This design comes from an exercise in tuning for small area and a short achievable clock period on the open sky130 flow, not from production work. Where RTL was checked, it was by simulation tests only, not by an equivalence proof against the original. Function not checked in run 2: the RTL went through the layout flow alone.

==> flow/design.v (outline; a module is shown in full before it is edited, if it fits) <==
// module pem_frame_seq: 65 lines
// module lockin_mixer: 28 lines
// module lockin_mac: 541 lines
// module lockin_resolve: 143 lines
// module lockin_fa: 4 lines
// module lockin_ha: 4 lines
// module lockin_chan: 53 lines
// module frame_accum: 41 lines
// module lockin_top: 55 lines
module lockin_top (
  input  wire                          alg_clk,
  input  wire                          alg_rst_n,
  input  wire                          search_end,
  input  wire                          pem_posedge,
  input  wire [16-1:0]   ref_dat,
  input  wire                          ref_dat_valid,
  input  wire [16-1:0]     wave_sine,
  input  wire [16-1:0]     wave_cosine,
  output wire                          wave_req,
  output wire [9-1:0]     wave_addr,
  output wire                          buf_refresh,
  output wire [40-1:0]      i_sum,
  output wire [40-1:0]      q_sum,
  output wire                          sum_valid
);
  // ...
==> flow/run.sh <==
#!/bin/bash
# synth_recipe.tcl (not shown) runs the flow's synth.tcl, then flattens the netlist and writes it again
# the make line also repeats each setting of config.mk as NAME=value (left out here)
make -C /OpenROAD-flow-scripts/flow DESIGN_CONFIG=/design/flow/config.mk WORK_HOME=/design/flow/orfs CLKGATE_MAP_FILE= SYNTH_SCRIPT=/design/flow/synth_recipe.tcl finish
==> flow/config.mk <==
export PLATFORM = sky130hd
export DESIGN_NAME = lockin_top
export DESIGN_NICKNAME = lockin_top
export VERILOG_FILES = /design/flow/design.v
export SDC_FILE = /design/flow/constraint.sdc
export NUM_CORES = 4
export LEC_CHECK = 0
export ABC_CLOCK_PERIOD_IN_PS = 3500
export CAP_MARGIN = 20
export CORE_MARGIN = 2
export CORE_UTILIZATION = 65
export SETUP_SLACK_MARGIN = 3.5
export SLEW_MARGIN = 20
export SYNTH_HIERARCHICAL = 1
==> flow/constraint.sdc <==
create_clock -name core_clock -period 7.0 [get_ports {alg_clk}]
set_input_delay 1.4000 -clock core_clock [delete_from_list [all_inputs] [get_ports {alg_clk}]]
set_output_delay 1.4000 -clock core_clock [all_outputs]
set_load 0.01 [all_outputs]
==> results.toml, run 1 <==
[sta]
worst_slew_pin_slew_ns = 1.14
clock_skew_ns = 0.0206
min_period_over_period_pct = 49.6
layout_setup_ws_ns = 3.53
finalSetupViolCount = 0
finalHoldViolCount = 0

[min_path]
hold_path_startpoint = "u_mixer.mix_clear"

[logic_synthesis]
synthTopCellsByCount = "314 x fa_1, 306 x dfxtp_1, 284 x xnor2_1, 240 x a22oi_1, 160 x ha_1"
yosys.area_share.simple_pct = 8.30
synth_compound_area_share_pct = 11.5
synth_adder_area_share_pct = 34.0
synthFlopType = "dfxtp_1"
muxShareOfSynthArea_pct = 0.308

[route]
drt-total-wl_mm = 54.4
wl_met1_mm = 24.2
route.met3.wl_mm = 4.41

[place]
gp_congestion = 0.826
io_buffers = 144

[critical_path]
critical_path.cell_chain = "buf_6 -> nand2_8 -> and2_1 -> dlygate4sd2_1"
cp_max_fo = 9
worst_setup_path_end_kind = "output port"

[grt]
grt_pass1_vias = 16400

[final_layout]
buffers = 185
layout.nets = 2710
final-seq-area_mm2 = 0.00676
multi_input_area_share_pct = 60.7

[status]
status = "complete, no violations"
==> module lockin_chan, before the edit <==
module lockin_chan (
  input  wire                               alg_clk,
  input  wire [16-1:0]        mix_sample,
  input  wire                               mix_clear,
  input  wire [16-1:0]          wave,         
  output logic [40-1:0]          sum           
);
  logic [8-1:0] enc_one;
  logic [8-1:0] enc_two;
  logic [8-1:0] enc_neg;
  logic [8-1:0] mul_one;      
  logic [8-1:0] mul_two;      
  logic [8-1:0] mul_neg;      
  logic [16-1:0] mul_wave;
  logic                      mul_clear;
  logic [63-1:0]   st;
  logic [63-1:0]   nxt;
  logic [40-1:0]  res;
  logic [16:0] ext;           
  assign ext = {mix_sample, 1'b0};
  always_comb
  begin
    for (int d = 0; d < 8; d++)
    begin
      enc_one[d] = ext[2*d+1] ^ ext[2*d];
      enc_two[d] = (ext[2*d+2] & ~ext[2*d+1] & ~ext[2*d]) |
                   (~ext[2*d+2] & ext[2*d+1] & ext[2*d]);
      enc_neg[d] = ext[2*d+2] & ~(ext[2*d+1] & ext[2*d]);
    end
  end
  always_ff @(posedge alg_clk)
  begin
    mul_one   <= enc_one;
    mul_two   <= enc_two;
    mul_neg   <= enc_neg;
    mul_wave  <= wave;
    mul_clear <= mix_clear;
  end
  lockin_mac u_mac (
    .one     (mul_one),
    .two     (mul_two),
    .neg     (mul_neg),
    .s       (mul_wave),
    .st_in   (mul_clear ? '0 : st),
    .st_out  (nxt)
  );
  lockin_resolve u_res (.st(st), .sum(res));
  always_ff @(posedge alg_clk)
  begin
    st  <= nxt;
    sum <= res;            
  end
endmodule
==> run 2: changes to the inputs <==
==> flow/design.v (replaced) <==
`timescale 1ns/10ps
`default_nettype none
module pem_frame_seq (
  input  wire                          alg_clk,
  input  wire                          alg_rst_n,
  input  wire                          search_end,      
  input  wire                          pem_posedge,     
  input  wire                          ref_dat_valid,
  output logic                         wave_req,        
  output logic [9-1:0]    wave_addr,       
  output logic                         buf_refresh,     
  output logic                         synced           
);
  logic                      armed;
  logic [1:0]                period_cnt;   
  logic [9-1:0] addr_r;       
  logic                      boundary;
  logic                      last_period;  
  always_ff @(posedge alg_clk or negedge alg_rst_n)
  begin
    if (!alg_rst_n)
    begin
      armed  <= 1'b0;
      synced <= 1'b0;
    end
    else
    begin
      if (!synced && !armed && search_end)
        armed <= 1'b1;
      else if (armed && pem_posedge)
        armed <= 1'b0;
      if (armed && pem_posedge)
        synced <= 1'b1;                           
    end
  end
  assign boundary = last_period && pem_posedge;
  always_ff @(posedge alg_clk or negedge alg_rst_n)
  begin
    if (!alg_rst_n)
    begin
      period_cnt  <= '0;
      last_period <= 1'b0;
    end
    else if (!synced || boundary)
    begin
      period_cnt  <= '0;                            
      last_period <= 1'b0;
    end
    else if (pem_posedge)
    begin
      period_cnt  <= period_cnt + 2'd1;
      last_period <= (period_cnt == 2'(5 - 2));
    end
  end
  assign wave_req  = synced && ref_dat_valid;
  assign wave_addr = addr_r & ~{9{boundary}};
  always_ff @(posedge alg_clk or negedge alg_rst_n)
  begin
    if (!alg_rst_n)
      addr_r <= '0;
    else if (boundary)
      addr_r <= wave_req ? 9'(1) : '0;    
    else if (wave_req)
      addr_r <= addr_r + 9'(1);           
  end
  assign buf_refresh = boundary;
endmodule
`default_nettype wire
`timescale 1ns/10ps
`default_nettype none
module lockin_mixer (
  input  wire                               alg_clk,
  input  wire                               alg_rst_n,
  input  wire                               synced,
  input  wire                               wave_req,
  input  wire                               boundary,
  input  wire [16-1:0]        ref_dat,
  output logic [16-1:0]       mix_sample,   
  output logic                              mix_clear,    
  output logic                              mix_end       
);
  logic [16-1:0] s1_sample;    
  logic                        s1_valid;     
  always_ff @(posedge alg_clk or negedge alg_rst_n)
  begin
    if (!alg_rst_n)
      mix_end <= 1'b0;
    else
      mix_end <= boundary;
  end
  always_ff @(posedge alg_clk)
  begin
    s1_sample <= ref_dat;
    s1_valid  <= wave_req;
    mix_clear <= boundary || !synced;        
  end
  assign mix_sample = s1_sample & {16{s1_valid}};
endmodule
`default_nettype wire
module lockin_mac (
  input  wire [7:0]  one,
  input  wire [7:0]  two,
  input  wire [7:0]  neg,
  input  wire [15:0] s,
  input  wire [64:0] st_in,
  output wire [64:0] st_out
);
  wire pp0_0 = (one[0] & s[0]) ^ neg[0];
  wire pp0_1 = ((one[0] & s[1]) | (two[0] & s[0])) ^ neg[0];
  wire pp0_2 = ((one[0] & s[2]) | (two[0] & s[1])) ^ neg[0];
  wire pp0_3 = ((one[0] & s[3]) | (two[0] & s[2])) ^ neg[0];
  wire pp0_4 = ((one[0] & s[4]) | (two[0] & s[3])) ^ neg[0];
  wire pp0_5 = ((one[0] & s[5]) | (two[0] & s[4])) ^ neg[0];
  wire pp0_6 = ((one[0] & s[6]) | (two[0] & s[5])) ^ neg[0];
  wire pp0_7 = ((one[0] & s[7]) | (two[0] & s[6])) ^ neg[0];
  wire pp0_8 = ((one[0] & s[8]) | (two[0] & s[7])) ^ neg[0];
  wire pp0_9 = ((one[0] & s[9]) | (two[0] & s[8])) ^ neg[0];
  wire pp0_10 = ((one[0] & s[10]) | (two[0] & s[9])) ^ neg[0];
  wire pp0_11 = ((one[0] & s[11]) | (two[0] & s[10])) ^ neg[0];
  wire pp0_12 = ((one[0] & s[12]) | (two[0] & s[11])) ^ neg[0];
  wire pp0_13 = ((one[0] & s[13]) | (two[0] & s[12])) ^ neg[0];
  wire pp0_14 = ((one[0] & s[14]) | (two[0] & s[13])) ^ neg[0];
  wire pp0_15 = ((one[0] & s[15]) | (two[0] & s[14])) ^ neg[0];
  wire pp0_16 = ((one[0] & s[15]) | (two[0] & s[15])) ^ neg[0];
  wire pp1_0 = (one[1] & s[0]) ^ neg[1];
  wire pp1_1 = ((one[1] & s[1]) | (two[1] & s[0])) ^ neg[1];
  wire pp1_2 = ((one[1] & s[2]) | (two[1] & s[1])) ^ neg[1];
  wire pp1_3 = ((one[1] & s[3]) | (two[1] & s[2])) ^ neg[1];
  wire pp1_4 = ((one[1] & s[4]) | (two[1] & s[3])) ^ neg[1];
  wire pp1_5 = ((one[1] & s[5]) | (two[1] & s[4])) ^ neg[1];
  wire pp1_6 = ((one[1] & s[6]) | (two[1] & s[5])) ^ neg[1];
  wire pp1_7 = ((one[1] & s[7]) | (two[1] & s[6])) ^ neg[1];
  wire pp1_8 = ((one[1] & s[8]) | (two[1] & s[7])) ^ neg[1];
  wire pp1_9 = ((one[1] & s[9]) | (two[1] & s[8])) ^ neg[1];
  wire pp1_10 = ((one[1] & s[10]) | (two[1] & s[9])) ^ neg[1];
  wire pp1_11 = ((one[1] & s[11]) | (two[1] & s[10])) ^ neg[1];
  wire pp1_12 = ((one[1] & s[12]) | (two[1] & s[11])) ^ neg[1];
  wire pp1_13 = ((one[1] & s[13]) | (two[1] & s[12])) ^ neg[1];
  wire pp1_14 = ((one[1] & s[14]) | (two[1] & s[13])) ^ neg[1];
  wire pp1_15 = ((one[1] & s[15]) | (two[1] & s[14])) ^ neg[1];
  wire pp1_16 = ((one[1] & s[15]) | (two[1] & s[15])) ^ neg[1];
  wire pp2_0 = (one[2] & s[0]) ^ neg[2];
  wire pp2_1 = ((one[2] & s[1]) | (two[2] & s[0])) ^ neg[2];
  wire pp2_2 = ((one[2] & s[2]) | (two[2] & s[1])) ^ neg[2];
  wire pp2_3 = ((one[2] & s[3]) | (two[2] & s[2])) ^ neg[2];
  wire pp2_4 = ((one[2] & s[4]) | (two[2] & s[3])) ^ neg[2];
  wire pp2_5 = ((one[2] & s[5]) | (two[2] & s[4])) ^ neg[2];
  wire pp2_6 = ((one[2] & s[6]) | (two[2] & s[5])) ^ neg[2];
  wire pp2_7 = ((one[2] & s[7]) | (two[2] & s[6])) ^ neg[2];
  wire pp2_8 = ((one[2] & s[8]) | (two[2] & s[7])) ^ neg[2];
  wire pp2_9 = ((one[2] & s[9]) | (two[2] & s[8])) ^ neg[2];
  wire pp2_10 = ((one[2] & s[10]) | (two[2] & s[9])) ^ neg[2];
  wire pp2_11 = ((one[2] & s[11]) | (two[2] & s[10])) ^ neg[2];
  wire pp2_12 = ((one[2] & s[12]) | (two[2] & s[11])) ^ neg[2];
  wire pp2_13 = ((one[2] & s[13]) | (two[2] & s[12])) ^ neg[2];
  wire pp2_14 = ((one[2] & s[14]) | (two[2] & s[13])) ^ neg[2];
  wire pp2_15 = ((one[2] & s[15]) | (two[2] & s[14])) ^ neg[2];
  wire pp2_16 = ((one[2] & s[15]) | (two[2] & s[15])) ^ neg[2];
  wire pp3_0 = (one[3] & s[0]) ^ neg[3];
  wire pp3_1 = ((one[3] & s[1]) | (two[3] & s[0])) ^ neg[3];
  wire pp3_2 = ((one[3] & s[2]) | (two[3] & s[1])) ^ neg[3];
  wire pp3_3 = ((one[3] & s[3]) | (two[3] & s[2])) ^ neg[3];
  wire pp3_4 = ((one[3] & s[4]) | (two[3] & s[3])) ^ neg[3];
  wire pp3_5 = ((one[3] & s[5]) | (two[3] & s[4])) ^ neg[3];
  wire pp3_6 = ((one[3] & s[6]) | (two[3] & s[5])) ^ neg[3];
  wire pp3_7 = ((one[3] & s[7]) | (two[3] & s[6])) ^ neg[3];
  wire pp3_8 = ((one[3] & s[8]) | (two[3] & s[7])) ^ neg[3];
  wire pp3_9 = ((one[3] & s[9]) | (two[3] & s[8])) ^ neg[3];
  wire pp3_10 = ((one[3] & s[10]) | (two[3] & s[9])) ^ neg[3];
  wire pp3_11 = ((one[3] & s[11]) | (two[3] & s[10])) ^ neg[3];
  wire pp3_12 = ((one[3] & s[12]) | (two[3] & s[11])) ^ neg[3];
  wire pp3_13 = ((one[3] & s[13]) | (two[3] & s[12])) ^ neg[3];
  wire pp3_14 = ((one[3] & s[14]) | (two[3] & s[13])) ^ neg[3];
  wire pp3_15 = ((one[3] & s[15]) | (two[3] & s[14])) ^ neg[3];
  wire pp3_16 = ((one[3] & s[15]) | (two[3] & s[15])) ^ neg[3];
  wire pp4_0 = (one[4] & s[0]) ^ neg[4];
  wire pp4_1 = ((one[4] & s[1]) | (two[4] & s[0])) ^ neg[4];
  wire pp4_2 = ((one[4] & s[2]) | (two[4] & s[1])) ^ neg[4];
  wire pp4_3 = ((one[4] & s[3]) | (two[4] & s[2])) ^ neg[4];
  wire pp4_4 = ((one[4] & s[4]) | (two[4] & s[3])) ^ neg[4];
  wire pp4_5 = ((one[4] & s[5]) | (two[4] & s[4])) ^ neg[4];
  wire pp4_6 = ((one[4] & s[6]) | (two[4] & s[5])) ^ neg[4];
  wire pp4_7 = ((one[4] & s[7]) | (two[4] & s[6])) ^ neg[4];
  wire pp4_8 = ((one[4] & s[8]) | (two[4] & s[7])) ^ neg[4];
  wire pp4_9 = ((one[4] & s[9]) | (two[4] & s[8])) ^ neg[4];
  wire pp4_10 = ((one[4] & s[10]) | (two[4] & s[9])) ^ neg[4];
  wire pp4_11 = ((one[4] & s[11]) | (two[4] & s[10])) ^ neg[4];
  wire pp4_12 = ((one[4] & s[12]) | (two[4] & s[11])) ^ neg[4];
  wire pp4_13 = ((one[4] & s[13]) | (two[4] & s[12])) ^ neg[4];
  wire pp4_14 = ((one[4] & s[14]) | (two[4] & s[13])) ^ neg[4];
  wire pp4_15 = ((one[4] & s[15]) | (two[4] & s[14])) ^ neg[4];
  wire pp4_16 = ((one[4] & s[15]) | (two[4] & s[15])) ^ neg[4];
  wire pp5_0 = (one[5] & s[0]) ^ neg[5];
  wire pp5_1 = ((one[5] & s[1]) | (two[5] & s[0])) ^ neg[5];
  wire pp5_2 = ((one[5] & s[2]) | (two[5] & s[1])) ^ neg[5];
  wire pp5_3 = ((one[5] & s[3]) | (two[5] & s[2])) ^ neg[5];
  wire pp5_4 = ((one[5] & s[4]) | (two[5] & s[3])) ^ neg[5];
  wire pp5_5 = ((one[5] & s[5]) | (two[5] & s[4])) ^ neg[5];
  wire pp5_6 = ((one[5] & s[6]) | (two[5] & s[5])) ^ neg[5];
  wire pp5_7 = ((one[5] & s[7]) | (two[5] & s[6])) ^ neg[5];
  wire pp5_8 = ((one[5] & s[8]) | (two[5] & s[7])) ^ neg[5];
  wire pp5_9 = ((one[5] & s[9]) | (two[5] & s[8])) ^ neg[5];
  wire pp5_10 = ((one[5] & s[10]) | (two[5] & s[9])) ^ neg[5];
  wire pp5_11 = ((one[5] & s[11]) | (two[5] & s[10])) ^ neg[5];
  wire pp5_12 = ((one[5] & s[12]) | (two[5] & s[11])) ^ neg[5];
  wire pp5_13 = ((one[5] & s[13]) | (two[5] & s[12])) ^ neg[5];
  wire pp5_14 = ((one[5] & s[14]) | (two[5] & s[13])) ^ neg[5];
  wire pp5_15 = ((one[5] & s[15]) | (two[5] & s[14])) ^ neg[5];
  wire pp5_16 = ((one[5] & s[15]) | (two[5] & s[15])) ^ neg[5];
  wire pp6_0 = (one[6] & s[0]) ^ neg[6];
  wire pp6_1 = ((one[6] & s[1]) | (two[6] & s[0])) ^ neg[6];
  wire pp6_2 = ((one[6] & s[2]) | (two[6] & s[1])) ^ neg[6];
  wire pp6_3 = ((one[6] & s[3]) | (two[6] & s[2])) ^ neg[6];
  wire pp6_4 = ((one[6] & s[4]) | (two[6] & s[3])) ^ neg[6];
  wire pp6_5 = ((one[6] & s[5]) | (two[6] & s[4])) ^ neg[6];
  wire pp6_6 = ((one[6] & s[6]) | (two[6] & s[5])) ^ neg[6];
  wire pp6_7 = ((one[6] & s[7]) | (two[6] & s[6])) ^ neg[6];
  wire pp6_8 = ((one[6] & s[8]) | (two[6] & s[7])) ^ neg[6];
  wire pp6_9 = ((one[6] & s[9]) | (two[6] & s[8])) ^ neg[6];
  wire pp6_10 = ((one[6] & s[10]) | (two[6] & s[9])) ^ neg[6];
  wire pp6_11 = ((one[6] & s[11]) | (two[6] & s[10])) ^ neg[6];
  wire pp6_12 = ((one[6] & s[12]) | (two[6] & s[11])) ^ neg[6];
  wire pp6_13 = ((one[6] & s[13]) | (two[6] & s[12])) ^ neg[6];
  wire pp6_14 = ((one[6] & s[14]) | (two[6] & s[13])) ^ neg[6];
  wire pp6_15 = ((one[6] & s[15]) | (two[6] & s[14])) ^ neg[6];
  wire pp6_16 = ((one[6] & s[15]) | (two[6] & s[15])) ^ neg[6];
  wire pp7_0 = (one[7] & s[0]) ^ neg[7];
  wire pp7_1 = ((one[7] & s[1]) | (two[7] & s[0])) ^ neg[7];
  wire pp7_2 = ((one[7] & s[2]) | (two[7] & s[1])) ^ neg[7];
  wire pp7_3 = ((one[7] & s[3]) | (two[7] & s[2])) ^ neg[7];
  wire pp7_4 = ((one[7] & s[4]) | (two[7] & s[3])) ^ neg[7];
  wire pp7_5 = ((one[7] & s[5]) | (two[7] & s[4])) ^ neg[7];
  wire pp7_6 = ((one[7] & s[6]) | (two[7] & s[5])) ^ neg[7];
  wire pp7_7 = ((one[7] & s[7]) | (two[7] & s[6])) ^ neg[7];
  wire pp7_8 = ((one[7] & s[8]) | (two[7] & s[7])) ^ neg[7];
  wire pp7_9 = ((one[7] & s[9]) | (two[7] & s[8])) ^ neg[7];
  wire pp7_10 = ((one[7] & s[10]) | (two[7] & s[9])) ^ neg[7];
  wire pp7_11 = ((one[7] & s[11]) | (two[7] & s[10])) ^ neg[7];
  wire pp7_12 = ((one[7] & s[12]) | (two[7] & s[11])) ^ neg[7];
  wire pp7_13 = ((one[7] & s[13]) | (two[7] & s[12])) ^ neg[7];
  wire pp7_14 = ((one[7] & s[14]) | (two[7] & s[13])) ^ neg[7];
  wire pp7_15 = ((one[7] & s[15]) | (two[7] & s[14])) ^ neg[7];
  wire pp7_16 = ((one[7] & s[15]) | (two[7] & s[15])) ^ neg[7];
  wire hs0, hc0;
  lockin_ha u_hs0 (.a(neg[0]), .b(st_in[0]), .s(hs0), .co(hc0));
  wire hs1, hc1;
  lockin_ha u_hs1 (.a(st_in[1]), .b(hc0), .s(hs1), .co(hc1));
  wire fs0, fc0;
  lockin_fa u_fs0 (.a(neg[1]), .b(st_in[2]), .c(pp0_2), .s(fs0), .co(fc0));
  wire hs2, hc2;
  lockin_ha u_hs2 (.a(pp1_0), .b(hc1), .s(hs2), .co(hc2));
  wire fs1, fc1;
  lockin_fa u_fs1 (.a(st_in[3]), .b(pp0_3), .c(pp1_1), .s(fs1), .co(fc1));
  wire hs3, hc3;
  lockin_ha u_hs3 (.a(hc2), .b(fc0), .s(hs3), .co(hc3));
  wire fs2, fc2;
  lockin_fa u_fs2 (.a(neg[2]), .b(st_in[4]), .c(pp0_4), .s(fs2), .co(fc2));
  wire fs3, fc3;
  lockin_fa u_fs3 (.a(pp1_2), .b(pp2_0), .c(fc1), .s(fs3), .co(fc3));
  wire hs4, hc4;
  lockin_ha u_hs4 (.a(fs2), .b(hc3), .s(hs4), .co(hc4));
  wire fs4, fc4;
  lockin_fa u_fs4 (.a(st_in[5]), .b(pp0_5), .c(pp1_3), .s(fs4), .co(fc4));
  wire fs5, fc5;
  lockin_fa u_fs5 (.a(pp2_1), .b(fc2), .c(fs4), .s(fs5), .co(fc5));
  wire hs5, hc5;
  lockin_ha u_hs5 (.a(hc4), .b(fc3), .s(hs5), .co(hc5));
  wire fs6, fc6;
  lockin_fa u_fs6 (.a(neg[3]), .b(st_in[6]), .c(pp0_6), .s(fs6), .co(fc6));
  wire fs7, fc7;
  lockin_fa u_fs7 (.a(pp1_4), .b(pp2_2), .c(pp3_0), .s(fs7), .co(fc7));
  wire fs8, fc8;
  lockin_fa u_fs8 (.a(fc4), .b(fs6), .c(fs7), .s(fs8), .co(fc8));
  wire hs6, hc6;
  lockin_ha u_hs6 (.a(fc5), .b(hc5), .s(hs6), .co(hc6));
  wire fs9, fc9;
  lockin_fa u_fs9 (.a(st_in[7]), .b(pp0_7), .c(pp1_5), .s(fs9), .co(fc9));
  wire fs10, fc10;
  lockin_fa u_fs10 (.a(pp2_3), .b(pp3_1), .c(fc6), .s(fs10), .co(fc10));
  wire fs11, fc11;
  lockin_fa u_fs11 (.a(fc7), .b(fs9), .c(fs10), .s(fs11), .co(fc11));
  wire hs7, hc7;
  lockin_ha u_hs7 (.a(fc8), .b(hc6), .s(hs7), .co(hc7));
  wire fs12, fc12;
  lockin_fa u_fs12 (.a(neg[4]), .b(st_in[8]), .c(st_in[9]), .s(fs12), .co(fc12));
  wire fs13, fc13;
  lockin_fa u_fs13 (.a(st_in[10]), .b(pp0_8), .c(pp1_6), .s(fs13), .co(fc13));
  wire fs14, fc14;
  lockin_fa u_fs14 (.a(pp2_4), .b(pp3_2), .c(pp4_0), .s(fs14), .co(fc14));
  wire fs15, fc15;
  lockin_fa u_fs15 (.a(fs12), .b(fc9), .c(fs13), .s(fs15), .co(fc15));
  wire fs16, fc16;
  lockin_fa u_fs16 (.a(fs14), .b(fc10), .c(fs15), .s(fs16), .co(fc16));
  wire hs8, hc8;
  lockin_ha u_hs8 (.a(fc11), .b(hc7), .s(hs8), .co(hc8));
  wire fs17, fc17;
  lockin_fa u_fs17 (.a(st_in[11]), .b(st_in[12]), .c(pp0_9), .s(fs17), .co(fc17));
  wire fs18, fc18;
  lockin_fa u_fs18 (.a(pp1_7), .b(pp2_5), .c(pp3_3), .s(fs18), .co(fc18));
  wire fs19, fc19;
  lockin_fa u_fs19 (.a(pp4_1), .b(fc12), .c(fc13), .s(fs19), .co(fc19));
  wire fs20, fc20;
  lockin_fa u_fs20 (.a(fc14), .b(fs17), .c(fs18), .s(fs20), .co(fc20));
  wire fs21, fc21;
  lockin_fa u_fs21 (.a(fs19), .b(fc15), .c(fs20), .s(fs21), .co(fc21));
  wire hs9, hc9;
  lockin_ha u_hs9 (.a(fc16), .b(fs21), .s(hs9), .co(hc9));
  wire fs22, fc22;
  lockin_fa u_fs22 (.a(neg[5]), .b(st_in[13]), .c(st_in[14]), .s(fs22), .co(fc22));
  wire fs23, fc23;
  lockin_fa u_fs23 (.a(pp0_10), .b(pp1_8), .c(pp2_6), .s(fs23), .co(fc23));
  wire fs24, fc24;
  lockin_fa u_fs24 (.a(pp3_4), .b(pp4_2), .c(pp5_0), .s(fs24), .co(fc24));
  wire fs25, fc25;
  lockin_fa u_fs25 (.a(fs22), .b(fc17), .c(fc18), .s(fs25), .co(fc25));
  wire fs26, fc26;
  lockin_fa u_fs26 (.a(fs23), .b(fs24), .c(fc19), .s(fs26), .co(fc26));
  wire fs27, fc27;
  wire fp28;
  lockin_xor u_fp28 (.a(fs25), .b(fc20), .y(fp28));
  lockin_fa_fast u_fs27 (.p(fp28), .a(fs25), .c(fs26), .s(fs27), .co(fc27));
  wire hs10, hc10;
  lockin_ha u_hs10 (.a(fc21), .b(fs27), .s(hs10), .co(hc10));
  wire fs28, fc28;
  lockin_fa u_fs28 (.a(st_in[15]), .b(st_in[16]), .c(pp0_11), .s(fs28), .co(fc28));
  wire fs29, fc29;
  lockin_fa u_fs29 (.a(pp1_9), .b(pp2_7), .c(pp3_5), .s(fs29), .co(fc29));
  wire fs30, fc30;
  lockin_fa u_fs30 (.a(pp4_3), .b(pp5_1), .c(fc22), .s(fs30), .co(fc30));
  wire fs31, fc31;
  lockin_fa u_fs31 (.a(fc23), .b(fc24), .c(fs28), .s(fs31), .co(fc31));
  wire fs32, fc32;
  lockin_fa u_fs32 (.a(fs29), .b(fs30), .c(fc25), .s(fs32), .co(fc32));
  wire fs33, fc33;
  wire fp34;
  lockin_xor u_fp34 (.a(fs31), .b(fc26), .y(fp34));
  lockin_fa_fast u_fs33 (.p(fp34), .a(fs31), .c(fs32), .s(fs33), .co(fc33));
  wire hs11, hc11;
  lockin_ha u_hs11 (.a(fc27), .b(fs33), .s(hs11), .co(hc11));
  wire fs34, fc34;
  lockin_fa u_fs34 (.a(neg[6]), .b(st_in[17]), .c(st_in[18]), .s(fs34), .co(fc34));
  wire fs35, fc35;
  lockin_fa u_fs35 (.a(pp0_12), .b(pp1_10), .c(pp2_8), .s(fs35), .co(fc35));
  wire fs36, fc36;
  lockin_fa u_fs36 (.a(pp3_6), .b(pp4_4), .c(pp5_2), .s(fs36), .co(fc36));
  wire fs37, fc37;
  lockin_fa u_fs37 (.a(pp6_0), .b(fs34), .c(fc28), .s(fs37), .co(fc37));
  wire fs38, fc38;
  lockin_fa u_fs38 (.a(fc29), .b(fc30), .c(fs35), .s(fs38), .co(fc38));
  wire fs39, fc39;
  lockin_fa u_fs39 (.a(fs36), .b(fs37), .c(fc31), .s(fs39), .co(fc39));
  wire fs40, fc40;
  wire fp41;
  lockin_xor u_fp41 (.a(fs38), .b(fc32), .y(fp41));
  lockin_fa_fast u_fs40 (.p(fp41), .a(fs38), .c(fs39), .s(fs40), .co(fc40));
  wire hs12, hc12;
  lockin_ha u_hs12 (.a(fs40), .b(fc33), .s(hs12), .co(hc12));
  wire fs41, fc41;
  lockin_fa u_fs41 (.a(st_in[19]), .b(st_in[20]), .c(pp0_13), .s(fs41), .co(fc41));
  wire fs42, fc42;
  lockin_fa u_fs42 (.a(pp1_11), .b(pp2_9), .c(pp3_7), .s(fs42), .co(fc42));
  wire fs43, fc43;
  lockin_fa u_fs43 (.a(pp4_5), .b(pp5_3), .c(pp6_1), .s(fs43), .co(fc43));
  wire fs44, fc44;
  lockin_fa u_fs44 (.a(fc34), .b(fc35), .c(fc36), .s(fs44), .co(fc44));
  wire fs45, fc45;
  lockin_fa u_fs45 (.a(fs41), .b(fs42), .c(fs43), .s(fs45), .co(fc45));
  wire fs46, fc46;
  lockin_fa u_fs46 (.a(fc37), .b(fs44), .c(fc38), .s(fs46), .co(fc46));
  wire fs47, fc47;
  wire fp48;
  lockin_xor u_fp48 (.a(fs45), .b(fc39), .y(fp48));
  lockin_fa_fast u_fs47 (.p(fp48), .a(fs45), .c(fs46), .s(fs47), .co(fc47));
  wire hs13, hc13;
  lockin_ha u_hs13 (.a(fs47), .b(fc40), .s(hs13), .co(hc13));
  wire fs48, fc48;
  lockin_fa u_fs48 (.a(neg[7]), .b(st_in[21]), .c(st_in[22]), .s(fs48), .co(fc48));
  wire fs49, fc49;
  lockin_fa u_fs49 (.a(pp0_14), .b(pp1_12), .c(pp2_10), .s(fs49), .co(fc49));
  wire fs50, fc50;
  lockin_fa u_fs50 (.a(pp3_8), .b(pp4_6), .c(pp5_4), .s(fs50), .co(fc50));
  wire fs51, fc51;
  lockin_fa u_fs51 (.a(pp6_2), .b(pp7_0), .c(fs48), .s(fs51), .co(fc51));
  wire fs52, fc52;
  lockin_fa u_fs52 (.a(fc41), .b(fc42), .c(fc43), .s(fs52), .co(fc52));
  wire fs53, fc53;
  lockin_fa u_fs53 (.a(fs49), .b(fs50), .c(fs51), .s(fs53), .co(fc53));
  wire fs54, fc54;
  lockin_fa u_fs54 (.a(fc44), .b(fs52), .c(fc45), .s(fs54), .co(fc54));
  wire fs55, fc55;
  wire fp56;
  lockin_xor u_fp56 (.a(fs53), .b(fc46), .y(fp56));
  lockin_fa_fast u_fs55 (.p(fp56), .a(fs53), .c(fs54), .s(fs55), .co(fc55));
  wire hs14, hc14;
  lockin_ha u_hs14 (.a(fs55), .b(fc47), .s(hs14), .co(hc14));
  wire fs56, fc56;
  lockin_fa u_fs56 (.a(st_in[23]), .b(st_in[24]), .c(pp0_15), .s(fs56), .co(fc56));
  wire fs57, fc57;
  lockin_fa u_fs57 (.a(pp1_13), .b(pp2_11), .c(pp3_9), .s(fs57), .co(fc57));
  wire fs58, fc58;
  lockin_fa u_fs58 (.a(pp4_7), .b(pp5_5), .c(pp6_3), .s(fs58), .co(fc58));
  wire fs59, fc59;
  lockin_fa u_fs59 (.a(pp7_1), .b(fc48), .c(fc49), .s(fs59), .co(fc59));
  wire fs60, fc60;
  lockin_fa u_fs60 (.a(fc50), .b(fs56), .c(fs57), .s(fs60), .co(fc60));
  wire fs61, fc61;
  lockin_fa u_fs61 (.a(fs58), .b(fc51), .c(fc52), .s(fs61), .co(fc61));
  wire fs62, fc62;
  wire fp63;
  lockin_xor u_fp63 (.a(fs59), .b(fs60), .y(fp63));
  lockin_fa_fast u_fs62 (.p(fp63), .a(fs59), .c(fc53), .s(fs62), .co(fc62));
  wire fs63, fc63;
  wire fp64;
  lockin_xor u_fp64 (.a(fc54), .b(fs61), .y(fp64));
  lockin_fa_fast u_fs63 (.p(fp64), .a(fc54), .c(fs62), .s(fs63), .co(fc63));
  wire hs15, hc15;
  lockin_ha u_hs15 (.a(fs63), .b(fc55), .s(hs15), .co(hc15));
  wire fs64, fc64;
  lockin_fa u_fs64 (.a(1'b1), .b(st_in[25]), .c(st_in[26]), .s(fs64), .co(fc64));
  wire fs65, fc65;
  lockin_fa u_fs65 (.a(~pp0_16), .b(pp1_14), .c(pp2_12), .s(fs65), .co(fc65));
  wire fs66, fc66;
  lockin_fa u_fs66 (.a(pp3_10), .b(pp4_8), .c(pp5_6), .s(fs66), .co(fc66));
  wire fs67, fc67;
  lockin_fa u_fs67 (.a(pp6_4), .b(pp7_2), .c(fs64), .s(fs67), .co(fc67));
  wire fs68, fc68;
  lockin_fa u_fs68 (.a(fc56), .b(fc57), .c(fc58), .s(fs68), .co(fc68));
  wire fs69, fc69;
  lockin_fa u_fs69 (.a(fs65), .b(fs66), .c(fs67), .s(fs69), .co(fc69));
  wire fs70, fc70;
  lockin_fa u_fs70 (.a(fc59), .b(fs68), .c(fc60), .s(fs70), .co(fc70));
  wire fs71, fc71;
  wire fp72;
  lockin_xor u_fp72 (.a(fs69), .b(fc61), .y(fp72));
  lockin_fa_fast u_fs71 (.p(fp72), .a(fs69), .c(fs70), .s(fs71), .co(fc71));
  wire fs72, fc72;
  wire fp73;
  lockin_xor u_fp73 (.a(fc62), .b(fs71), .y(fp73));
  lockin_fa_fast u_fs72 (.p(fp73), .a(fc62), .c(fc63), .s(fs72), .co(fc72));
  wire fs73, fc73;
  lockin_fa u_fs73 (.a(1'b1), .b(st_in[27]), .c(st_in[28]), .s(fs73), .co(fc73));
  wire fs74, fc74;
  lockin_fa u_fs74 (.a(pp1_15), .b(pp2_13), .c(pp3_11), .s(fs74), .co(fc74));
  wire fs75, fc75;
  lockin_fa u_fs75 (.a(pp4_9), .b(pp5_7), .c(pp6_5), .s(fs75), .co(fc75));
  wire fs76, fc76;
  lockin_fa u_fs76 (.a(pp7_3), .b(fc64), .c(fs73), .s(fs76), .co(fc76));
  wire fs77, fc77;
  lockin_fa u_fs77 (.a(fc65), .b(fc66), .c(fs74), .s(fs77), .co(fc77));
  wire fs78, fc78;
  lockin_fa u_fs78 (.a(fs75), .b(fc67), .c(fs76), .s(fs78), .co(fc78));
  wire fs79, fc79;
  wire fp80;
  lockin_xor u_fp80 (.a(fc68), .b(fs77), .y(fp80));
  lockin_fa_fast u_fs79 (.p(fp80), .a(fc68), .c(fc69), .s(fs79), .co(fc79));
  wire fs80, fc80;
  wire fp81;
  lockin_xor u_fp81 (.a(fs78), .b(fc70), .y(fp81));
  lockin_fa_fast u_fs80 (.p(fp81), .a(fs78), .c(fs79), .s(fs80), .co(fc80));
  wire hs16, hc16;
  lockin_ha u_hs16 (.a(fs80), .b(fc71), .s(hs16), .co(hc16));
  wire fs81, fc81;
  lockin_fa u_fs81 (.a(st_in[29]), .b(st_in[30]), .c(~pp1_16), .s(fs81), .co(fc81));
  wire fs82, fc82;
  lockin_fa u_fs82 (.a(pp2_14), .b(pp3_12), .c(pp4_10), .s(fs82), .co(fc82));
  wire fs83, fc83;
  lockin_fa u_fs83 (.a(pp5_8), .b(pp6_6), .c(pp7_4), .s(fs83), .co(fc83));
  wire fs84, fc84;
  lockin_fa u_fs84 (.a(fc73), .b(fc74), .c(fc75), .s(fs84), .co(fc84));
  wire fs85, fc85;
  lockin_fa u_fs85 (.a(fs81), .b(fs82), .c(fs83), .s(fs85), .co(fc85));
  wire fs86, fc86;
  lockin_fa u_fs86 (.a(fc76), .b(fs84), .c(fc77), .s(fs86), .co(fc86));
  wire fs87, fc87;
  wire fp88;
  lockin_xor u_fp88 (.a(fs85), .b(fc78), .y(fp88));
  lockin_fa_fast u_fs87 (.p(fp88), .a(fs85), .c(fs86), .s(fs87), .co(fc87));
  wire fs88, fc88;
  wire fp89;
  lockin_xor u_fp89 (.a(fc79), .b(fs87), .y(fp89));
  lockin_fa_fast u_fs88 (.p(fp89), .a(fc79), .c(fc80), .s(fs88), .co(fc88));
  wire fs89, fc89;
  lockin_fa u_fs89 (.a(1'b1), .b(st_in[31]), .c(st_in[32]), .s(fs89), .co(fc89));
  wire fs90, fc90;
  lockin_fa u_fs90 (.a(pp2_15), .b(pp3_13), .c(pp4_11), .s(fs90), .co(fc90));
  wire fs91, fc91;
  lockin_fa u_fs91 (.a(pp5_9), .b(pp6_7), .c(pp7_5), .s(fs91), .co(fc91));
  wire fs92, fc92;
  lockin_fa u_fs92 (.a(fs89), .b(fc81), .c(fc82), .s(fs92), .co(fc92));
  wire fs93, fc93;
  lockin_fa u_fs93 (.a(fc83), .b(fs90), .c(fs91), .s(fs93), .co(fc93));
  wire fs94, fc94;
  lockin_fa u_fs94 (.a(fc84), .b(fs92), .c(fc85), .s(fs94), .co(fc94));
  wire fs95, fc95;
  wire fp96;
  lockin_xor u_fp96 (.a(fs93), .b(fc86), .y(fp96));
  lockin_fa_fast u_fs95 (.p(fp96), .a(fs93), .c(fs94), .s(fs95), .co(fc95));
  wire hs17, hc17;
  lockin_ha u_hs17 (.a(fc87), .b(fs95), .s(hs17), .co(hc17));
  wire fs96, fc96;
  lockin_fa u_fs96 (.a(st_in[33]), .b(st_in[34]), .c(~pp2_16), .s(fs96), .co(fc96));
  wire fs97, fc97;
  lockin_fa u_fs97 (.a(pp3_14), .b(pp4_12), .c(pp5_10), .s(fs97), .co(fc97));
  wire fs98, fc98;
  lockin_fa u_fs98 (.a(pp6_8), .b(pp7_6), .c(fc89), .s(fs98), .co(fc98));
  wire fs99, fc99;
  lockin_fa u_fs99 (.a(fc90), .b(fc91), .c(fs96), .s(fs99), .co(fc99));
  wire fs100, fc100;
  lockin_fa u_fs100 (.a(fs97), .b(fs98), .c(fc92), .s(fs100), .co(fc100));
  wire fs101, fc101;
  wire fp102;
  lockin_xor u_fp102 (.a(fc93), .b(fs99), .y(fp102));
  lockin_fa_fast u_fs101 (.p(fp102), .a(fc93), .c(fc94), .s(fs101), .co(fc101));
  wire fs102, fc102;
  wire fp103;
  lockin_xor u_fp103 (.a(fs100), .b(fs101), .y(fp103));
  lockin_fa_fast u_fs102 (.p(fp103), .a(fs100), .c(fc95), .s(fs102), .co(fc102));
  wire fs103, fc103;
  lockin_fa u_fs103 (.a(1'b1), .b(st_in[35]), .c(st_in[36]), .s(fs103), .co(fc103));
  wire fs104, fc104;
  lockin_fa u_fs104 (.a(pp3_15), .b(pp4_13), .c(pp5_11), .s(fs104), .co(fc104));
  wire fs105, fc105;
  lockin_fa u_fs105 (.a(pp6_9), .b(pp7_7), .c(fs103), .s(fs105), .co(fc105));
  wire fs106, fc106;
  lockin_fa u_fs106 (.a(fc96), .b(fc97), .c(fc98), .s(fs106), .co(fc106));
  wire fs107, fc107;
  lockin_fa u_fs107 (.a(fs104), .b(fs105), .c(fc99), .s(fs107), .co(fc107));
  wire fs108, fc108;
  wire fp109;
  lockin_xor u_fp109 (.a(fs106), .b(fc100), .y(fp109));
  lockin_fa_fast u_fs108 (.p(fp109), .a(fs106), .c(fs107), .s(fs108), .co(fc108));
  wire hs18, hc18;
  lockin_ha u_hs18 (.a(fc101), .b(fs108), .s(hs18), .co(hc18));
  wire fs109, fc109;
  lockin_fa u_fs109 (.a(st_in[37]), .b(st_in[38]), .c(~pp3_16), .s(fs109), .co(fc109));
  wire fs110, fc110;
  lockin_fa u_fs110 (.a(pp4_14), .b(pp5_12), .c(pp6_10), .s(fs110), .co(fc110));
  wire fs111, fc111;
  lockin_fa u_fs111 (.a(pp7_8), .b(fc103), .c(fc104), .s(fs111), .co(fc111));
  wire fs112, fc112;
  lockin_fa u_fs112 (.a(fs109), .b(fs110), .c(fc105), .s(fs112), .co(fc112));
  wire fs113, fc113;
  wire fp114;
  lockin_xor u_fp114 (.a(fc106), .b(fs111), .y(fp114));
  lockin_fa_fast u_fs113 (.p(fp114), .a(fc106), .c(fs112), .s(fs113), .co(fc113));
  wire fs114, fc114;
  wire fp115;
  lockin_xor u_fp115 (.a(fs113), .b(fc107), .y(fp115));
  lockin_fa_fast u_fs114 (.p(fp115), .a(fs113), .c(fc108), .s(fs114), .co(fc114));
  wire fs115, fc115;
  lockin_fa u_fs115 (.a(1'b1), .b(st_in[39]), .c(st_in[40]), .s(fs115), .co(fc115));
  wire fs116, fc116;
  lockin_fa u_fs116 (.a(pp4_15), .b(pp5_13), .c(pp6_11), .s(fs116), .co(fc116));
  wire fs117, fc117;
  lockin_fa u_fs117 (.a(pp7_9), .b(fs115), .c(fc109), .s(fs117), .co(fc117));
  wire fs118, fc118;
  lockin_fa u_fs118 (.a(fc110), .b(fs116), .c(fc111), .s(fs118), .co(fc118));
  wire fs119, fc119;
  wire fp120;
  lockin_xor u_fp120 (.a(fs117), .b(fc112), .y(fp120));
  lockin_fa_fast u_fs119 (.p(fp120), .a(fs117), .c(fs118), .s(fs119), .co(fc119));
  wire hs19, hc19;
  lockin_ha u_hs19 (.a(fc113), .b(fs119), .s(hs19), .co(hc19));
  wire fs120, fc120;
  lockin_fa u_fs120 (.a(st_in[41]), .b(st_in[42]), .c(~pp4_16), .s(fs120), .co(fc120));
  wire fs121, fc121;
  lockin_fa u_fs121 (.a(pp5_14), .b(pp6_12), .c(pp7_10), .s(fs121), .co(fc121));
  wire fs122, fc122;
  lockin_fa u_fs122 (.a(fc115), .b(fc116), .c(fs120), .s(fs122), .co(fc122));
  wire fs123, fc123;
  lockin_fa u_fs123 (.a(fs121), .b(fc117), .c(fs122), .s(fs123), .co(fc123));
  wire fs124, fc124;
  wire fp125;
  lockin_xor u_fp125 (.a(fc118), .b(fs123), .y(fp125));
  lockin_fa_fast u_fs124 (.p(fp125), .a(fc118), .c(fc119), .s(fs124), .co(fc124));
  wire fs125, fc125;
  lockin_fa u_fs125 (.a(1'b1), .b(st_in[43]), .c(st_in[44]), .s(fs125), .co(fc125));
  wire fs126, fc126;
  lockin_fa u_fs126 (.a(pp5_15), .b(pp6_13), .c(pp7_11), .s(fs126), .co(fc126));
  wire fs127, fc127;
  lockin_fa u_fs127 (.a(fs125), .b(fc120), .c(fc121), .s(fs127), .co(fc127));
  wire fs128, fc128;
  lockin_fa u_fs128 (.a(fs126), .b(fs127), .c(fc122), .s(fs128), .co(fc128));
  wire hs20, hc20;
  lockin_ha u_hs20 (.a(fc123), .b(fs128), .s(hs20), .co(hc20));
  wire fs129, fc129;
  lockin_fa u_fs129 (.a(st_in[45]), .b(st_in[46]), .c(~pp5_16), .s(fs129), .co(fc129));
  wire fs130, fc130;
  lockin_fa u_fs130 (.a(pp6_14), .b(pp7_12), .c(fc125), .s(fs130), .co(fc130));
  wire fs131, fc131;
  lockin_fa u_fs131 (.a(fc126), .b(fs129), .c(fs130), .s(fs131), .co(fc131));
  wire fs132, fc132;
  wire fp133;
  lockin_xor u_fp133 (.a(fc127), .b(fs131), .y(fp133));
  lockin_fa_fast u_fs132 (.p(fp133), .a(fc127), .c(fc128), .s(fs132), .co(fc132));
  wire fs133, fc133;
  lockin_fa u_fs133 (.a(1'b1), .b(st_in[47]), .c(st_in[48]), .s(fs133), .co(fc133));
  wire fs134, fc134;
  lockin_fa u_fs134 (.a(pp6_15), .b(pp7_13), .c(fs133), .s(fs134), .co(fc134));
  wire fs135, fc135;
  lockin_fa u_fs135 (.a(fc129), .b(fc130), .c(fs134), .s(fs135), .co(fc135));
  wire hs21, hc21;
  lockin_ha u_hs21 (.a(fc131), .b(fs135), .s(hs21), .co(hc21));
  wire fs136, fc136;
  lockin_fa u_fs136 (.a(st_in[49]), .b(st_in[50]), .c(~pp6_16), .s(fs136), .co(fc136));
  wire fs137, fc137;
  lockin_fa u_fs137 (.a(pp7_14), .b(fc133), .c(fs136), .s(fs137), .co(fc137));
  wire fs138, fc138;
  wire fp139;
  lockin_xor u_fp139 (.a(fc134), .b(fs137), .y(fp139));
  lockin_fa_fast u_fs138 (.p(fp139), .a(fc134), .c(fc135), .s(fs138), .co(fc138));
  wire fs139, fc139;
  lockin_fa u_fs139 (.a(1'b1), .b(st_in[51]), .c(st_in[52]), .s(fs139), .co(fc139));
  wire fs140, fc140;
  lockin_fa u_fs140 (.a(pp7_15), .b(fs139), .c(fc136), .s(fs140), .co(fc140));
  wire hs22, hc22;
  lockin_ha u_hs22 (.a(fs140), .b(fc137), .s(hs22), .co(hc22));
  wire fs141, fc141;
  lockin_fa u_fs141 (.a(st_in[53]), .b(st_in[54]), .c(~pp7_16), .s(fs141), .co(fc141));
  wire fs142, fc142;
  lockin_fa u_fs142 (.a(fc139), .b(fs141), .c(fc140), .s(fs142), .co(fc142));
  wire fs143, fc143;
  lockin_fa u_fs143 (.a(1'b1), .b(st_in[55]), .c(st_in[56]), .s(fs143), .co(fc143));
  wire hs23, hc23;
  lockin_ha u_hs23 (.a(fs143), .b(fc141), .s(hs23), .co(hc23));
  wire fs144, fc144;
  lockin_fa u_fs144 (.a(1'b1), .b(st_in[57]), .c(fc143), .s(fs144), .co(fc144));
  wire hs24, hc24;
  lockin_ha u_hs24 (.a(1'b1), .b(st_in[58]), .s(hs24), .co(hc24));
  wire hs25, hc25;
  lockin_ha u_hs25 (.a(1'b1), .b(st_in[59]), .s(hs25), .co(hc25));
  wire hs26, hc26;
  lockin_ha u_hs26 (.a(1'b1), .b(st_in[60]), .s(hs26), .co(hc26));
  wire hs27, hc27;
  lockin_ha u_hs27 (.a(1'b1), .b(st_in[61]), .s(hs27), .co(hc27));
  wire hs28, hc28;
  lockin_ha u_hs28 (.a(1'b1), .b(st_in[62]), .s(hs28), .co(hc28));
  wire hs29, hc29;
  lockin_ha u_hs29 (.a(1'b1), .b(st_in[63]), .s(hs29), .co(hc29));
  wire hs30, hc30;
  lockin_ha u_hs30 (.a(1'b1), .b(st_in[64]), .s(hs30), .co(hc30));
  wire [39:0] ra = {hc29, hc28, hc27, hc26, hc25, hc24, fc144, hc23, fc142, hc22, fc138, hc21, fc132, hc20, fc124, hc19, fc114, hc18, fc102, hc17, fc88, hc16, fc72, hc15, hc14, hc13, hc12, hc11, hc10, hc9, hc8, fs16, fs11, fs8, fs5, fs3, fs1, fs0, pp0_1, pp0_0};
  wire [39:0] rb = {hs30, hs29, hs28, hs27, hs26, hs25, hs24, fs144, hs23, fs142, hs22, fs138, hs21, fs132, hs20, fs124, hs19, fs114, hs18, fs102, hs17, fs88, hs16, fs72, hs15, hs14, hs13, hs12, hs11, hs10, hs9, hs8, hs7, hs6, hs5, hs4, hs3, hs2, hs1, hs0};
  assign st_out[8:0] = {1'b0, ra[7:0]} + {1'b0, rb[7:0]};
  assign st_out[9] = ra[8];
  assign st_out[10] = rb[8];
  assign st_out[11] = ra[9];
  assign st_out[12] = rb[9];
  assign st_out[13] = ra[10];
  assign st_out[14] = rb[10];
  assign st_out[15] = ra[11];
  assign st_out[16] = rb[11];
  assign st_out[17] = ra[12];
  assign st_out[18] = rb[12];
  assign st_out[19] = ra[13];
  assign st_out[20] = rb[13];
  assign st_out[21] = ra[14];
  assign st_out[22] = rb[14];
  assign st_out[23] = ra[15];
  assign st_out[24] = rb[15];
  assign st_out[25] = ra[16];
  assign st_out[26] = rb[16];
  assign st_out[27] = ra[17];
  assign st_out[28] = rb[17];
  assign st_out[29] = ra[18];
  assign st_out[30] = rb[18];
  assign st_out[31] = ra[19];
  assign st_out[32] = rb[19];
  assign st_out[33] = ra[20];
  assign st_out[34] = rb[20];
  assign st_out[35] = ra[21];
  assign st_out[36] = rb[21];
  assign st_out[37] = ra[22];
  assign st_out[38] = rb[22];
  assign st_out[39] = ra[23];
  assign st_out[40] = rb[23];
  assign st_out[41] = ra[24];
  assign st_out[42] = rb[24];
  assign st_out[43] = ra[25];
  assign st_out[44] = rb[25];
  assign st_out[45] = ra[26];
  assign st_out[46] = rb[26];
  assign st_out[47] = ra[27];
  assign st_out[48] = rb[27];
  assign st_out[49] = ra[28];
  assign st_out[50] = rb[28];
  assign st_out[51] = ra[29];
  assign st_out[52] = rb[29];
  assign st_out[53] = ra[30];
  assign st_out[54] = rb[30];
  assign st_out[55] = ra[31];
  assign st_out[56] = rb[31];
  assign st_out[64:57] = ra[39:32] + rb[39:32];
endmodule
module lockin_resolve (
  input  wire [64:0] st,
  output wire [39:0] sum
);
  wire rp0 = st[9] ^ st[10];
  wire rg0 = st[9] & st[10];
  wire rp1 = st[11] ^ st[12];
  wire rg1 = st[11] & st[12];
  wire rp2 = st[13] ^ st[14];
  wire rg2 = st[13] & st[14];
  wire rp3 = st[15] ^ st[16];
  wire rg3 = st[15] & st[16];
  wire rp4 = st[17] ^ st[18];
  wire rg4 = st[17] & st[18];
  wire rp5 = st[19] ^ st[20];
  wire rg5 = st[19] & st[20];
  wire rp6 = st[21] ^ st[22];
  wire rg6 = st[21] & st[22];
  wire rp7 = st[23] ^ st[24];
  wire rg7 = st[23] & st[24];
  wire rp8 = st[25] ^ st[26];
  wire rg8 = st[25] & st[26];
  wire rp9 = st[27] ^ st[28];
  wire rg9 = st[27] & st[28];
  wire rp10 = st[29] ^ st[30];
  wire rg10 = st[29] & st[30];
  wire rp11 = st[31] ^ st[32];
  wire rg11 = st[31] & st[32];
  wire rp12 = st[33] ^ st[34];
  wire rg12 = st[33] & st[34];
  wire rp13 = st[35] ^ st[36];
  wire rg13 = st[35] & st[36];
  wire rp14 = st[37] ^ st[38];
  wire rg14 = st[37] & st[38];
  wire rp15 = st[39] ^ st[40];
  wire rg15 = st[39] & st[40];
  wire rp16 = st[41] ^ st[42];
  wire rg16 = st[41] & st[42];
  wire rp17 = st[43] ^ st[44];
  wire rg17 = st[43] & st[44];
  wire rp18 = st[45] ^ st[46];
  wire rg18 = st[45] & st[46];
  wire rp19 = st[47] ^ st[48];
  wire rg19 = st[47] & st[48];
  wire rp20 = st[49] ^ st[50];
  wire rg20 = st[49] & st[50];
  wire rp21 = st[51] ^ st[52];
  wire rg21 = st[51] & st[52];
  wire rp22 = st[53] ^ st[54];
  wire rg22 = st[53] & st[54];
  wire rp23 = st[55] ^ st[56];
  wire rg23 = st[55] & st[56];
  wire rp24 = st[57] ^ 1'b0;
  wire rg24 = st[57] & 1'b0;
  wire rp25 = st[58] ^ 1'b0;
  wire rg25 = st[58] & 1'b0;
  wire rp26 = st[59] ^ 1'b0;
  wire rg26 = st[59] & 1'b0;
  wire rp27 = st[60] ^ 1'b0;
  wire rg27 = st[60] & 1'b0;
  wire rp28 = st[61] ^ 1'b0;
  wire rg28 = st[61] & 1'b0;
  wire rp29 = st[62] ^ 1'b0;
  wire rg29 = st[62] & 1'b0;
  wire rp30 = st[63] ^ 1'b0;
  wire rg30 = st[63] & 1'b0;
  wire rp31 = st[64] ^ 1'b0;
  wire rg31 = st[64] & 1'b0;
  wire rc0 = rg0 | (rp0 & st[8]);
  wire rn1g = rg1 | (rp1 & rc0);
  wire rn2g = rg3 | (rp3 & rg2);
  wire rn2p = rp3 & rp2;
  wire rn3g = rg5 | (rp5 & rg4);
  wire rn3p = rp5 & rp4;
  wire rn4g = rg7 | (rp7 & rg6);
  wire rn4p = rp7 & rp6;
  wire rn5g = rg9 | (rp9 & rg8);
  wire rn5p = rp9 & rp8;
  wire rn6g = rg11 | (rp11 & rg10);
  wire rn6p = rp11 & rp10;
  wire rn7g = rg13 | (rp13 & rg12);
  wire rn7p = rp13 & rp12;
  wire rn8g = rg15 | (rp15 & rg14);
  wire rn8p = rp15 & rp14;
  wire rn9g = rg17 | (rp17 & rg16);
  wire rn9p = rp17 & rp16;
  wire rn10g = rg19 | (rp19 & rg18);
  wire rn10p = rp19 & rp18;
  wire rn11g = rg21 | (rp21 & rg20);
  wire rn11p = rp21 & rp20;
  wire rn12g = rg23 | (rp23 & rg22);
  wire rn12p = rp23 & rp22;
  wire rn13g = rg25 | (rp25 & rg24);
  wire rn13p = rp25 & rp24;
  wire rn14g = rg27 | (rp27 & rg26);
  wire rn14p = rp27 & rp26;
  wire rn15g = rg29 | (rp29 & rg28);
  wire rn15p = rp29 & rp28;
  wire rn16g = rg31 | (rp31 & rg30);
  wire rn16p = rp31 & rp30;
  wire rn17g = rn2g | (rn2p & rn1g);
  wire rn18g = rn4g | (rn4p & rn3g);
  wire rn18p = rn4p & rn3p;
  wire rn19g = rn6g | (rn6p & rn5g);
  wire rn19p = rn6p & rn5p;
  wire rn20g = rn8g | (rn8p & rn7g);
  wire rn20p = rn8p & rn7p;
  wire rn21g = rn10g | (rn10p & rn9g);
  wire rn21p = rn10p & rn9p;
  wire rn22g = rn12g | (rn12p & rn11g);
  wire rn22p = rn12p & rn11p;
  wire rn23g = rn14g | (rn14p & rn13g);
  wire rn23p = rn14p & rn13p;
  wire rn24g = rn16g | (rn16p & rn15g);
  wire rn24p = rn16p & rn15p;
  wire rn25g = rn18g | (rn18p & rn17g);
  wire rn26g = rn20g | (rn20p & rn19g);
  wire rn26p = rn20p & rn19p;
  wire rn27g = rn22g | (rn22p & rn21g);
  wire rn27p = rn22p & rn21p;
  wire rn28g = rn24g | (rn24p & rn23g);
  wire rn28p = rn24p & rn23p;
  wire rn29g = rn26g | (rn26p & rn25g);
  wire rn30g = rn28g | (rn28p & rn27g);
  wire rn30p = rn28p & rn27p;
  wire rn31g = rn30g | (rn30p & rn29g);
  wire rn32g = rn27g | (rn27p & rn29g);
  wire rn33g = rn19g | (rn19p & rn25g);
  wire rn34g = rn21g | (rn21p & rn29g);
  wire rn35g = rn23g | (rn23p & rn32g);
  wire rn36g = rn3g | (rn3p & rn17g);
  wire rn37g = rn5g | (rn5p & rn25g);
  wire rn38g = rn7g | (rn7p & rn33g);
  wire rn39g = rn9g | (rn9p & rn29g);
  wire rn40g = rn11g | (rn11p & rn34g);
  wire rn41g = rn13g | (rn13p & rn32g);
  wire rn42g = rn15g | (rn15p & rn35g);
  wire rn43g = rg2 | (rp2 & rn1g);
  wire rn44g = rg4 | (rp4 & rn17g);
  wire rn45g = rg6 | (rp6 & rn36g);
  wire rn46g = rg8 | (rp8 & rn25g);
  wire rn47g = rg10 | (rp10 & rn37g);
  wire rn48g = rg12 | (rp12 & rn33g);
  wire rn49g = rg14 | (rp14 & rn38g);
  wire rn50g = rg16 | (rp16 & rn29g);
  wire rn51g = rg18 | (rp18 & rn39g);
  wire rn52g = rg20 | (rp20 & rn34g);
  wire rn53g = rg22 | (rp22 & rn40g);
  wire rn54g = rg24 | (rp24 & rn32g);
  wire rn55g = rg26 | (rp26 & rn41g);
  wire rn56g = rg28 | (rp28 & rn35g);
  wire rn57g = rg30 | (rp30 & rn42g);
  assign sum = {(rp31 ^ rn57g), (rp30 ^ rn42g), (rp29 ^ rn56g), (rp28 ^ rn35g), (rp27 ^ rn55g), (rp26 ^ rn41g), (rp25 ^ rn54g), (rp24 ^ rn32g), (rp23 ^ rn53g), (rp22 ^ rn40g), (rp21 ^ rn52g), (rp20 ^ rn34g), (rp19 ^ rn51g), (rp18 ^ rn39g), (rp17 ^ rn50g), (rp16 ^ rn29g), (rp15 ^ rn49g), (rp14 ^ rn38g), (rp13 ^ rn48g), (rp12 ^ rn33g), (rp11 ^ rn47g), (rp10 ^ rn37g), (rp9 ^ rn46g), (rp8 ^ rn25g), (rp7 ^ rn45g), (rp6 ^ rn36g), (rp5 ^ rn44g), (rp4 ^ rn17g), (rp3 ^ rn43g), (rp2 ^ rn1g), (rp1 ^ rc0), (rp0 ^ st[8]), st[7], st[6], st[5], st[4], st[3], st[2], st[1], st[0]};
endmodule
module lockin_fa (input wire a, input wire b, input wire c, output wire s, output wire co);
  assign s  = a ^ b ^ c;
  assign co = (a & b) | (a & c) | (b & c);
endmodule
module lockin_fa_fast (input wire p, input wire a, input wire c, output wire s, output wire co);
  assign s  = p ^ c;
  assign co = p ? c : a;
endmodule
module lockin_xor (input wire a, input wire b, output wire y);
  assign y = a ^ b;
endmodule
module lockin_ha (input wire a, input wire b, output wire s, output wire co);
  assign s  = a ^ b;
  assign co = a & b;
endmodule
`timescale 1ns/10ps
`default_nettype none
module lockin_chan (
  input  wire                               alg_clk,
  input  wire [16-1:0]        mix_sample,
  input  wire                               mix_clear,
  input  wire [16-1:0]          wave,         
  output logic [40-1:0]          sum           
);
  logic [8-1:0] enc_one;
  logic [8-1:0] enc_two;
  logic [8-1:0] enc_neg;
  logic [8-1:0] mul_one;      
  logic [8-1:0] mul_two;      
  logic [8-1:0] mul_neg;      
  logic [16-1:0] mul_wave;
  logic                      mul_clear;
  logic [65-1:0]   st;
  logic [65-1:0]   nxt;
  logic [40-1:0]  res;
  logic [16:0] ext;           
  assign ext = {mix_sample, 1'b0};
  always_comb
  begin
    for (int d = 0; d < 8; d++)
    begin
      enc_one[d] = ext[2*d+1] ^ ext[2*d];
      enc_two[d] = (ext[2*d+2] & ~ext[2*d+1] & ~ext[2*d]) |
                   (~ext[2*d+2] & ext[2*d+1] & ext[2*d]);
      enc_neg[d] = ext[2*d+2] & ~(ext[2*d+1] & ext[2*d]);
    end
  end
  always_ff @(posedge alg_clk)
  begin
    mul_one   <= enc_one;
    mul_two   <= enc_two;
    mul_neg   <= enc_neg;
    mul_wave  <= wave;
    mul_clear <= mix_clear;
  end
  lockin_mac u_mac (
    .one     (mul_one),
    .two     (mul_two),
    .neg     (mul_neg),
    .s       (mul_wave),
    .st_in   (mul_clear ? '0 : st),
    .st_out  (nxt)
  );
  lockin_resolve u_res (.st(st), .sum(res));
  always_ff @(posedge alg_clk)
  begin
    st  <= nxt;
    sum <= res;            
  end
endmodule
module frame_accum (
  input  wire                               alg_clk,
  input  wire                               alg_rst_n,
  input  wire [16-1:0]        mix_sample,
  input  wire                               mix_clear,
  input  wire                               mix_end,
  input  wire [16-1:0]          wave_sine,    
  input  wire [16-1:0]          wave_cosine,
  output logic [40-1:0]          i_sum,        
  output logic [40-1:0]          q_sum,        
  output logic                              sum_valid     
);
  logic mul_end;
  lockin_chan u_chan_i (
    .alg_clk    (alg_clk),
    .mix_sample (mix_sample),
    .mix_clear  (mix_clear),
    .wave       (wave_sine),
    .sum        (i_sum)
  );
  lockin_chan u_chan_q (
    .alg_clk    (alg_clk),
    .mix_sample (mix_sample),
    .mix_clear  (mix_clear),
    .wave       (wave_cosine),
    .sum        (q_sum)
  );
  always_ff @(posedge alg_clk or negedge alg_rst_n)
  begin
    if (!alg_rst_n)
    begin
      mul_end   <= 1'b0;
      sum_valid <= 1'b0;
    end
    else
    begin
      mul_end   <= mix_end;
      sum_valid <= mul_end;
    end
  end
endmodule
`default_nettype wire
`timescale 1ns/10ps
`default_nettype none
module lockin_top (
  input  wire                          alg_clk,
  input  wire                          alg_rst_n,
  input  wire                          search_end,
  input  wire                          pem_posedge,
  input  wire [16-1:0]   ref_dat,
  input  wire                          ref_dat_valid,
  input  wire [16-1:0]     wave_sine,
  input  wire [16-1:0]     wave_cosine,
  output wire                          wave_req,
  output wire [9-1:0]     wave_addr,
  output wire                          buf_refresh,
  output wire [40-1:0]      i_sum,
  output wire [40-1:0]      q_sum,
  output wire                          sum_valid
);
  logic                        synced;
  logic [16-1:0] mix_sample;
  logic                        mix_clear;
  logic                        mix_end;
  pem_frame_seq u_seq (
    .alg_clk        (alg_clk),
    .alg_rst_n      (alg_rst_n),
    .search_end     (search_end),
    .pem_posedge    (pem_posedge),
    .ref_dat_valid  (ref_dat_valid),
    .wave_req       (wave_req),
    .wave_addr      (wave_addr),
    .buf_refresh    (buf_refresh),
    .synced         (synced)
  );
  lockin_mixer u_mixer (
    .alg_clk        (alg_clk),
    .alg_rst_n      (alg_rst_n),
    .synced         (synced),
    .wave_req       (wave_req),
    .boundary       (buf_refresh),
    .ref_dat        (ref_dat),
    .mix_sample     (mix_sample),
    .mix_clear      (mix_clear),
    .mix_end        (mix_end)
  );
  frame_accum u_accum (
    .alg_clk        (alg_clk),
    .alg_rst_n      (alg_rst_n),
    .mix_sample     (mix_sample),
    .mix_clear      (mix_clear),
    .mix_end        (mix_end),
    .wave_sine      (wave_sine),       
    .wave_cosine    (wave_cosine),
    .i_sum          (i_sum),
    .q_sum          (q_sum),
    .sum_valid      (sum_valid)
  );
endmodule
`default_nettype wire
==> flow/config.mk (replaced) <==
export PLATFORM = sky130hd
export DESIGN_NAME = lockin_top
export DESIGN_NICKNAME = lockin_top
export VERILOG_FILES = /design/flow/design.v
export SDC_FILE = /design/flow/constraint.sdc
export NUM_CORES = 4
export LEC_CHECK = 0
export ABC_CLOCK_PERIOD_IN_PS = 3500
export CAP_MARGIN = 20
export CORE_MARGIN = 2
export CORE_UTILIZATION = 40
export SETUP_SLACK_MARGIN = 3.6
export SLEW_MARGIN = 20
export SYNTH_HIERARCHICAL = 1
==> results.toml, run 2 <==
[sta]
min_period_over_period_pct = 48.3
worst_slew_pin_slew_ns = 0.774
finalSetupViolCount = 0
clock_skew_ns = 0.0346
finalHoldViolCount = 0
maxSlewViolCount = 0

[clock_tree]
clock-root-buffer = "clkbuf_16"
clockBufferDepth = 3

[route]
drt-total-wl_mm = 56.9
wl_met1_mm = 25.3
ant_nets = 0
route.met3.wl_mm = 3.68
vias_per_cell = 5.11
routedWlPerCell_um = 18.2
drtPass1Iterations = 8

[logic_synthesis]
seq_area_frac_synth_pct = 26.3
muxShareOfSynthArea_pct = 2.96
yosys.area_share.simple_pct = 8.20
yosysTopAreaCell = "dfxtp_1"
yosysMostFrequentCell = "dfxtp_1"
synth_top_family_by_area = "adder cells"
async_flop_share_pct = 5.20
synthFlopType = "dfxtp_1"
synthTopCellsByArea = "dfxtp_1 25%, fa_1 22%, xnor2_1 9.9%, ha_1 7.9%, a22oi_1 7.2%"
syn_area_per_cell_um2 = 11.1
yosys_warnings = 10
synth_adder_area_share_pct = 29.7
synthTopCellsByCount = "310 x dfxtp_1, 284 x xnor2_1, 274 x fa_1, 240 x a22oi_1, 160 x ha_1"
synth_compound_area_share_pct = 10.6

[grt]
grt_pass1_vias = 17000
grt_pass1_wl_mm = 92.6

[critical_path]
cp_max_fo = 7
worst_setup_path_end_kind = "output port"
critical_path.cell_chain = "buf_12 -> nand2_8 -> clkinvlp_4 -> buf_4 -> clkbuf_2"
critical-path-max-stage-delay_ns = 0.16
path_class = "input pin to output port"

[final_layout]
final-seq-area_mm2 = 0.00687
drive_above_1_share_pct = 15.0
num_antenna_cells = 0
n_fill_cell = 5849
layout.nets = 2739
layout_commonest_cell = "xnor2_1"
mostFrequentLayoutCells = "284 x xnor2_1, 272 x fa_1, 242 x dfxtp_1, 240 x a22oi_1, 160 x ha_1"

[place]
io_buffers = 144
gp_congestion = 0.808
placed_area_mm2 = 0.0263

[status]
status = "complete, no violations"

[min_path]
hp-class = "flip-flop to flip-flop"
## run 2: cell count changes after synthesis, moves of 10 or more
cell      before  now
nor2b_1      147   93
mux2_4         0   46
buf_6          2   14
fa_1         314  274
a21o_1        17    7
xor2_1        46  134
nor2b_2        0   62
clkbuf_1      66   52
a21oi_2        0   10
inv_1         56   66
## run 2: per-module statistics from Yosys (local to each module, per instance), excerpt
module | cells inside | area, um^2
frame_accum | 2 | 50.0
lockin_mac | 464 | 3420
lockin_fa_fast | 2 | 23.8
lockin_xor | 1 | 8.76
lockin_resolve | 138 | 1180
lockin_ha | 1 | 12.5
pem_frame_seq | 78 | 777
lockin_fa | 1 | 20.0
lockin_mixer | 37 | 518
lockin_chan | 254 | 3750
## run 2: worst paths after layout
| check | slack [ns] | cells past startpoint | to | start |
|---|---|---|---|---|
| max | 3.62 | 5 | buf_refresh | pem_posedge |
| min | 0.34 | 0 | u_accum.u_chan_q.sum[6] | u_accum.u_chan_q.st[6] |
| max reg2reg | 3.71 | 8 | u_accum.u_chan_i.st[31] | u_accum.u_chan_i.mul_one[1] |
| min reg2reg | 0.34 | 0 | u_accum.u_chan_q.sum[6] | u_accum.u_chan_q.st[6] |
| max in group asynchronous | 5.24 | 1 | u_seq.synced | alg_rst_n |
| min in group asynchronous | 1.26 | 1 | u_seq.addr_r[5] | alg_rst_n |
## run 2: worst max-delay path, delay by kind of cell
kind	cells	cell delay (ns)
buf+inv	4	0.52
simple gates	1	0.06
## run 2: cell families (layout without fill, tap and decap cells)
kind of cell | Yosys count | count (layout)
mux | 51 | 51
fa+ha+maj | 434 | 434
flops | 327 | 327
xor+xnor | 418 | 418
compound gates | 377 | 377
buf+inv | 338 | 315
simple gates | 326 | 326
other cells | 2 | 34
## run 2: layout make-up
cell class / count / share of cell area (%)
clock buffers: 55 / 4.12
well taps: 846 / 3.76
clock inverters: 18 / 0.835
multi-input cells: 1640 / 59.9
inverters: 66 / 0.893
flip-flops and latches: 327 / 24.4
repair buffers: 176 / 6.10
## run 2: metal layers
metal	vias up	global-route usage, %
met5	-	0
met4	6	5.38
met3	81	3.81
met2	452	29.0
met1	8077	24.4
li1	7383	-
## run 2: timing repair
action	CTS	global route
pin swaps	2	8
buffers inserted	7	8
resized for setup	132	70
endpoints found under the setup margin	75	32
## run 2: per-stage QoR
step | utilization, % | worst slack [ns] | hold slack [ns] | instances
finish | 45.0 | 3.62 | 0.338 | 3128
global route | 45.0 | 3.56 | 0.349 | 3128
CTS | 44.6 | 3.51 | 0.334 | 3120
detailed placement | 42.0 | 2.51 | 0.337 | 3040
global placement | 42.0 | 2.55 | 0.340 | 3040
floorplan | - | 3.59 | 0.325 | 2305

==> what the ideal ports hide <==
Ports are ideal in the flow. The routed layouts listed here were re-timed in OpenROAD.
Step 1, drivers: a clkbuf_16 drives alg_clk and a buf_2 each remaining input, both assumed.
Step 2, shift: input delay + t, output delay - t, t = (earliest + latest rising clock arrival at the registers) / 2. This alone moves slack from input paths to output paths.
Three values: ideal, step 1, step 2; two values: the first two.
run | shift t [ns] | setup slack, ns | worst setup path after step 2 | latest minus earliest clock arrival (ns) | slew at the worst register clock pin (ns)
run 1 | 0.596 | 3.531 / 3.494 / 3.494 | input to output | 0.024 / 0.024 | 0.06 / 0.06
run 2 | 0.639 | 3.620 / 3.575 / 3.575 | input to output | 0.041 / 0.040 | 0.06 / 0.06
After both steps every run listed still meets setup and hold. For run 2, which loses most, drivers alone change the setup slack by -0.045 ns; drivers and shift together by -0.045 ns.
